This design comes from an exercise in tuning for small area, a short achievable clock period and few clock cycles per item on the open sky130 flow, not from production work. Where RTL was checked, it was by simulation tests only, not by an equivalence proof against the original. Power is estimated from default activity; no workload was simulated.

## run A
## cpu_top
module cpu_top #(
    parameter int inst_addr_w = 8
) (
    input  wire                     clk,
    input  wire                     rst_n,
    input  wire [data_w-1:0]        inst_rdata,
    input  wire [data_w-1:0]        data_rdata,
    output logic [inst_addr_w-1:0]  inst_addr,
    output logic [data_addr_w-1:0]  data_addr,
    output logic [data_w-1:0]       data_wdata,
    output logic                    data_we,
    output logic                    io_stall
);
    logic              i_valid;
    logic              d_valid;
    logic              d_stall;      
    logic [pc_w-1:0]   d_btgt;
    logic [data_w-1:0] ir;
    logic              e_valid;
    logic [data_w-1:0] e_a;
    logic [data_w-1:0] e_b;
    logic [pc_w-1:0]   e_addr;
    logic [pc_w-1:0]   e_btgt;
    logic              e_writes;
    logic [3:0]        e_wd;
    logic              e_alu;
    logic              e_sub;
    logic              e_slt;
    logic              e_load;
  ...
Size: about 2,300 cells after synthesis, roughly 420 flip-flops, ~68 I/O pins.
export LEC_CHECK = 0
export CAP_MARGIN = 20
export CORE_MARGIN = 2
export CORE_UTILIZATION = 40
export SLEW_MARGIN = 20
create_clock -name core_clock -period 10.0 [get_ports {clk}]
standard.sh (not shown) runs the stock make flow with config.mk's settings and CLKGATE_MAP_FILE= SYNTH_SCRIPT=/design/flow/synth_recipe.tcl, a recipe that flattens the netlist after the stock synthesis.
==> flow/flow/run.sh <==
#!/bin/bash
# Standard layout with two changes:
# - timing repair aims below the clock period: the repair steps treat any
#   path with less than SETUP_SLACK_MARGIN ns of slack as failing, so they
#   keep improving the worst path past the 10 ns constraint (TNS_END_PERCENT
#   0: only the worst path, which sets the achieved period);
# - the port buffers are plain buf_2 cells rather than the delay cell that
#   buffer_ports picks by default.
cp standard.sh standard.sh.txt
cp config.mk config.mk.txt
export SETUP_SLACK_MARGIN=7
export TNS_END_PERCENT=0
export BUFFER_PORTS_ARGS="-buffer_cell sky130_fd_sc_hd__buf_2"
bash standard.sh > standard.log 2>&1
Per the final summary, run A finished and its layout is clean on timing, DRC and antenna.
Testbench counts of run A, summed over its fixed seeds: cycles 60,777, instrs 50,571.
The following lists how run B was set up differently from run A:
diff --git a/flow/design.v b/flow/design.v
--- a/flow/design.v
+++ b/flow/design.v
@@ -475,23 +475,30 @@
     logic              i_reads_rs;
     logic              i_reads_rt;
     logic              d_late;
     assign opc_i      = inst_rdata[15:13];
     assign beq_self_i = (opc_i == op_beq) && (inst_rdata[12:9] == inst_rdata[8:5]);
     assign jump_i     = i_valid && ((opc_i == op_jump) || beq_self_i);
     assign btgt_i     = inst_addr + {{3{inst_rdata[4]}}, inst_rdata[4:0]};
     assign jump_pc_i  = beq_self_i ? btgt_i : inst_rdata[7:0];
     assign i_reads_rs = (opc_i <= op_store) || ((opc_i == op_beq) && !beq_self_i);
     assign i_reads_rt = (opc_i != op_load) && i_reads_rs;
-    assign hz_i = i_valid && d_late && !redirect &&
-                  ((i_reads_rs && (inst_rdata[12:9] == ir_wd)) ||
-                   (i_reads_rt && (inst_rdata[8:5] == ir_wd)));
+    logic i_ldst;
+    logic e_ldw;
+    assign i_ldst = (opc_i == op_load) || (opc_i == op_store);
+    assign e_ldw  = e_valid && e_load;
+    assign hz_i = !redirect &&
+                  ((i_valid && d_late &&
+                    ((i_reads_rs && (inst_rdata[12:9] == ir_wd)) ||
+                     (i_reads_rt && (inst_rdata[8:5] == ir_wd)))) ||
+                   (i_valid && i_ldst && e_ldw && (inst_rdata[12:9] == e_wd)) ||
+                   (d_valid && d_stall && (d_load || d_store) && e_ldw && (d_rs == e_wd)));
     logic [3:0] ir_wd;
     pc_unit u_pc_unit (
         .clk         (clk),
         .rst_n       (rst_n),
         .redirect    (redirect),
         .redirect_pc (e_btgt),
         .hold        (hz_i),
         .jump        (jump_i && !redirect),
         .jump_pc     (jump_pc_i),
         .pc          (inst_addr)
@@ -500,22 +507,21 @@
         if (!rst_n)
             i_valid <= 1'b0;
         else
             i_valid <= !(redirect || hz_i || jump_i);
     end
     always_ff @(posedge clk or negedge rst_n) begin
         if (!rst_n) begin
             d_valid <= 1'b0;
             d_stall <= 1'b0;
         end else begin
-            if (!d_stall)
-                d_valid <= i_valid && !redirect;
+            d_valid <= (d_stall ? d_valid : i_valid) && !redirect;
             d_stall <= hz_i;
         end
     end
     always_ff @(posedge clk) begin
         if (!d_stall) begin
             ir   <= inst_rdata;
             d_btgt <= btgt_i;
         end
     end
     logic                 d_reads_rs;
@@ -531,20 +537,21 @@
     logic                 d_beq;
     logic [3:0]           d_rs;
     logic [3:0]           d_rt;
     logic [data_w-1:0]    rf_a;
     logic [data_w-1:0]    rf_b;
     logic [data_w-1:0]    d_a;
     logic [data_w-1:0]    d_b;
     logic [data_w-1:0]    alu_out;
     logic [data_w-1:0]    product;
     logic [data_w-1:0]    w_data;
+    logic [data_w-1:0]    w_alu_mul;
     logic                 e_eq;
     logic                 e_fwd;      
     logic                 hit_ea;
     logic                 hit_eb;
     logic                 hit_wa;
     logic                 hit_wb;
     logic                 d_go;       
     assign d_rs  = ir[12:9];
     assign d_rt  = ir[8:5];
     assign ir_wd = d_wd;
@@ -598,21 +605,21 @@
     assign cs_c    = (e_a[7:0] & bx8) | (e_a[7:0] & imm8) | (bx8 & imm8);
     assign e_lt    = alu_out[0];
     pfx_add #(.W(8)) u_addr_e_add (
         .a   (cs_s),
         .b   ({cs_c[6:0], 1'b0}),
         .cin (e_sub),
         .sum (addr_sum)
     );
     assign addr_e = e_slt ? (e_lt ? imm8_p1 : imm8) : addr_sum;
     pfx_add #(.W(8)) u_addr_d_add (
-        .a   (hit_wa ? w_data[7:0] : rf_a[7:0]),
+        .a   ((hit_wa && !w_load) ? w_alu_mul[7:0] : rf_a[7:0]),
         .b   (imm8),
         .cin (1'b0),
         .sum (addr_d)
     );
     assign d_go     = d_valid && !d_stall && !redirect;
     always_ff @(posedge clk or negedge rst_n) begin
         if (!rst_n)
             e_valid <= 1'b0;
         else
             e_valid <= d_go;
@@ -659,13 +666,14 @@
             w_we <= 1'b0;
         else
             w_we <= e_valid && e_writes;
     end
     always_ff @(posedge clk) begin
         w_rd   <= e_wd;
         w_load <= e_load;
         w_mult <= e_mult;
         w_res  <= alu_out;
     end
-    assign w_data = w_load ? data_rdata : w_mult ? product : w_res;
+    assign w_alu_mul = w_mult ? product : w_res;
+    assign w_data    = w_load ? data_rdata : w_alu_mul;
 endmodule
 `default_nettype wire
Findings:
- A destination of the critical timing path of e_b[6] is what run B shows, while e_addr[7] belongs to run A.
- Run B went all the way through the flow, and no timing, DRC or antenna check failed.
- Taking run A as the reference, in run B area of the multi-input gates has increased, design area has increased, wire length after detailed routing has increased, worst setup slack has decreased.
- Comparing run B and run A, the lower overall power consumption is on run A.
Only the layout flow was run in run B; the RTL was not checked for function there.

* * *

Setup of onyx:
Another version of the RTL of cpu_top (not shown whole).
Size: ~2300 cells after synthesis, about 430 flip-flops, roughly 68 I/O pins, roughly 24000 µm² of cells after synthesis.
==> flow/config.mk <==
export PLATFORM = sky130hd
export DESIGN_NAME = cpu_top
export DESIGN_NICKNAME = cpu_top
export VERILOG_FILES = /design/flow/design.v
export SDC_FILE = /design/flow/constraint.sdc
export NUM_CORES = 4
export LEC_CHECK = 0
export CAP_MARGIN = 20
export CORE_MARGIN = 2
export CORE_UTILIZATION = 40
export SLEW_MARGIN = 20
==> flow/constraint.sdc <==
create_clock -name core_clock -period 10.0 [get_ports {clk}]
set_input_delay 2.0000 -clock core_clock [delete_from_list [all_inputs] [get_ports {clk}]]
set_output_delay 2.0000 -clock core_clock [all_outputs]
set_load 0.01 [all_outputs]
==> flow/flow/run.sh <==
#!/bin/bash
# Standard layout, with timing repair aiming below the clock period: the
# repair steps treat any path with less than SETUP_SLACK_MARGIN ns of slack
# as failing, so they keep improving the paths past the 10 ns constraint.
cp standard.sh standard.sh.txt
cp config.mk config.mk.txt
export SETUP_SLACK_MARGIN=7
export TNS_END_PERCENT=0
bash standard.sh > standard.log 2>&1
--- input diff onyx..garnet ---
diff --git a/flow/design.v b/flow/design.v
--- a/flow/design.v
+++ b/flow/design.v
@@ -364,13 +364,13 @@
 ) (
     input  wire [W-1:0]  a,
     input  wire [W-1:0]  b,
     input  wire          cin,
     output wire [W-1:0]  sum
 );
-    localparam int L = $clog2(W);
+    localparam int L = (W <= 8) ? 3 : 4;    
     wire [(L+1)*W-1:0] g;
     wire [(L+1)*W-1:0] p;
     assign g[0] = (a[0] & b[0]) | (cin & (a[0] ^ b[0]));
     assign p[0] = a[0] ^ b[0];
     assign g[W-1:1] = a[W-1:1] & b[W-1:1];
     assign p[W-1:1] = a[W-1:1] ^ b[W-1:1];
@@ -438,16 +438,15 @@
     output logic [data_addr_w-1:0]  data_addr,
     output logic [data_w-1:0]       data_wdata,
     output logic                    data_we,
     output logic                    io_stall
 );
     logic              i_valid;
-    logic [pc_w-1:0]   pc_i;
     logic              d_valid;
     logic              d_stall;      
-    logic [pc_w-1:0]   pc_d;
+    logic [pc_w-1:0]   d_btgt;
     logic [data_w-1:0] ir;
     logic              e_valid;
     logic [data_w-1:0] e_a;
     logic [data_w-1:0] e_b;
     logic [pc_w-1:0]   e_addr;
     logic [pc_w-1:0]   e_btgt;
@@ -468,21 +467,22 @@
     logic              we_q;
     logic              redirect;
     logic              hz_i;
     logic              jump_i;
     logic              beq_self_i;
     logic [pc_w-1:0]   jump_pc_i;
+    logic [pc_w-1:0]   btgt_i;       
     logic [2:0]        opc_i;
     logic              i_reads_rs;
     logic              i_reads_rt;
     logic              d_late;
     assign opc_i      = inst_rdata[15:13];
     assign beq_self_i = (opc_i == op_beq) && (inst_rdata[12:9] == inst_rdata[8:5]);
     assign jump_i     = i_valid && ((opc_i == op_jump) || beq_self_i);
-    assign jump_pc_i  = beq_self_i ? pc_i + 8'd1 + {{3{inst_rdata[4]}}, inst_rdata[4:0]}
-                                   : inst_rdata[7:0];
+    assign btgt_i     = inst_addr + {{3{inst_rdata[4]}}, inst_rdata[4:0]};
+    assign jump_pc_i  = beq_self_i ? btgt_i : inst_rdata[7:0];
     assign i_reads_rs = (opc_i <= op_store) || ((opc_i == op_beq) && !beq_self_i);
     assign i_reads_rt = (opc_i != op_load) && i_reads_rs;
     assign hz_i = i_valid && d_late && !redirect &&
                   ((i_reads_rs && (inst_rdata[12:9] == ir_wd)) ||
                    (i_reads_rt && (inst_rdata[8:5] == ir_wd)));
     logic [3:0] ir_wd;
@@ -499,15 +499,12 @@
     always_ff @(posedge clk or negedge rst_n) begin
         if (!rst_n)
             i_valid <= 1'b0;
         else
             i_valid <= !(redirect || hz_i || jump_i);
     end
-    always_ff @(posedge clk) begin
-        pc_i <= inst_addr;
-    end
     always_ff @(posedge clk or negedge rst_n) begin
         if (!rst_n) begin
             d_valid <= 1'b0;
             d_stall <= 1'b0;
         end else begin
             if (!d_stall)
@@ -515,13 +512,13 @@
             d_stall <= hz_i;
         end
     end
     always_ff @(posedge clk) begin
         if (!d_stall) begin
             ir   <= inst_rdata;
-            pc_d <= pc_i;
+            d_btgt <= btgt_i;
         end
     end
     logic                 d_reads_rs;
     logic                 d_reads_rt;
     logic                 d_writes;
     logic [3:0]           d_wd;
@@ -582,37 +579,16 @@
     assign hit_eb = e_fwd && (e_wd == d_rt);
     assign hit_wa = w_we && (w_rd == d_rs);
     assign hit_wb = w_we && (w_rd == d_rt);
     assign d_a = hit_ea ? alu_out : hit_wa ? w_data : rf_a;
     assign d_b = hit_eb ? alu_out : hit_wb ? w_data : rf_b;
     assign redirect = e_valid && e_beq && e_eq;
-    logic [7:0] imm8;
-    logic [7:0] imm8_p1;
-    logic [7:0] bx8;
-    logic [7:0] cs_s;
-    logic [7:0] cs_c;
-    logic [7:0] addr_sum;
-    logic [7:0] addr_e;
     logic [7:0] addr_d;
-    logic       e_lt;
-    assign imm8    = {{3{ir[4]}}, ir[4:0]};
-    assign imm8_p1 = imm8 + 8'd1;
-    assign bx8     = e_b[7:0] ^ {8{e_sub}};
-    assign cs_s    = e_a[7:0] ^ bx8 ^ imm8;
-    assign cs_c    = (e_a[7:0] & bx8) | (e_a[7:0] & imm8) | (bx8 & imm8);
-    assign e_lt    = alu_out[0];
-    pfx_add #(.W(8)) u_addr_e_add (
-        .a   (cs_s),
-        .b   ({cs_c[6:0], 1'b0}),
-        .cin (e_sub),
-        .sum (addr_sum)
-    );
-    assign addr_e = e_slt ? (e_lt ? imm8_p1 : imm8) : addr_sum;
-    pfx_add #(.W(8)) u_addr_d_add (
-        .a   (hit_wa ? w_data[7:0] : rf_a[7:0]),
-        .b   (imm8),
+    pfx_add #(.W(8)) u_addr_add (
+        .a   (d_a[7:0]),
+        .b   ({{3{ir[4]}}, ir[4:0]}),
         .cin (1'b0),
         .sum (addr_d)
     );
     assign d_go     = d_valid && !d_stall && !redirect;
     always_ff @(posedge clk or negedge rst_n) begin
         if (!rst_n)
@@ -620,14 +596,14 @@
         else
             e_valid <= d_go;
     end
     always_ff @(posedge clk) begin
         e_a      <= d_a;
         e_b      <= d_b;
-        e_addr   <= hit_ea ? addr_e : addr_d;
-        e_btgt   <= pc_d + 8'd1 + {{3{ir[4]}}, ir[4:0]};
+        e_addr   <= addr_d;
+        e_btgt   <= d_btgt;
         e_writes <= d_writes;
         e_wd     <= d_wd;
         e_alu    <= d_alu;
         e_sub    <= d_sub;
         e_slt    <= d_slt;
         e_load   <= d_load;
[summary]
- Per the comparison of garnet with onyx, adder and majority gate portion of the synthesized area dropped 1.1 points; number of tap cells added at floorplan has decreased; met1 layer wirelength in the final routing now smaller; later-pin clock latency in the skew report essentially unchanged.
- When garnet is measured against onyx, its number of antenna diodes turns out 1 higher.
- | core utilization | lower: garnet |
Function was not checked in any run of this note: the RTL went through the layout flow alone.

-- afterwards: timing with drivers on the ports --
The flow's constraints put no driver on any port. The routed layouts listed below were extracted and timed again, unchanged, in two steps. Step 1, drivers: a clkbuf_16 drives clk and a buf_2 each remaining input, both assumed. Step 2 adds t to the input delays and takes it off the output delays; t is the mean of the earliest and latest rising clock arrival at the registers after step 1. Input paths then give back, and output paths get back, about the clock's delay inside the block. Slacks: ideal / step 1 / step 2; pairs: ideal / step 1.
| run | t (ns) | setup WS [ns] | latest minus earliest clock arrival (ns) |
|---|---|---|---|
| run A | 0.647 | 6.383 / 6.383 / 5.855 | 0.024 / 0.024 |
| run B | 0.653 | 6.353 / 6.353 / 5.789 | 0.058 / 0.058 |
| onyx | 0.646 | 6.359 / 6.309 / 5.745 | 0.023 / 0.024 |
| garnet | 0.641 | 5.745 / 5.745 / 5.141 | 0.013 / 0.013 |
After both steps setup and hold are still met in every run listed. For onyx, which loses most, drivers alone change the setup slack by -0.050 ns; drivers and shift together by -0.614 ns.
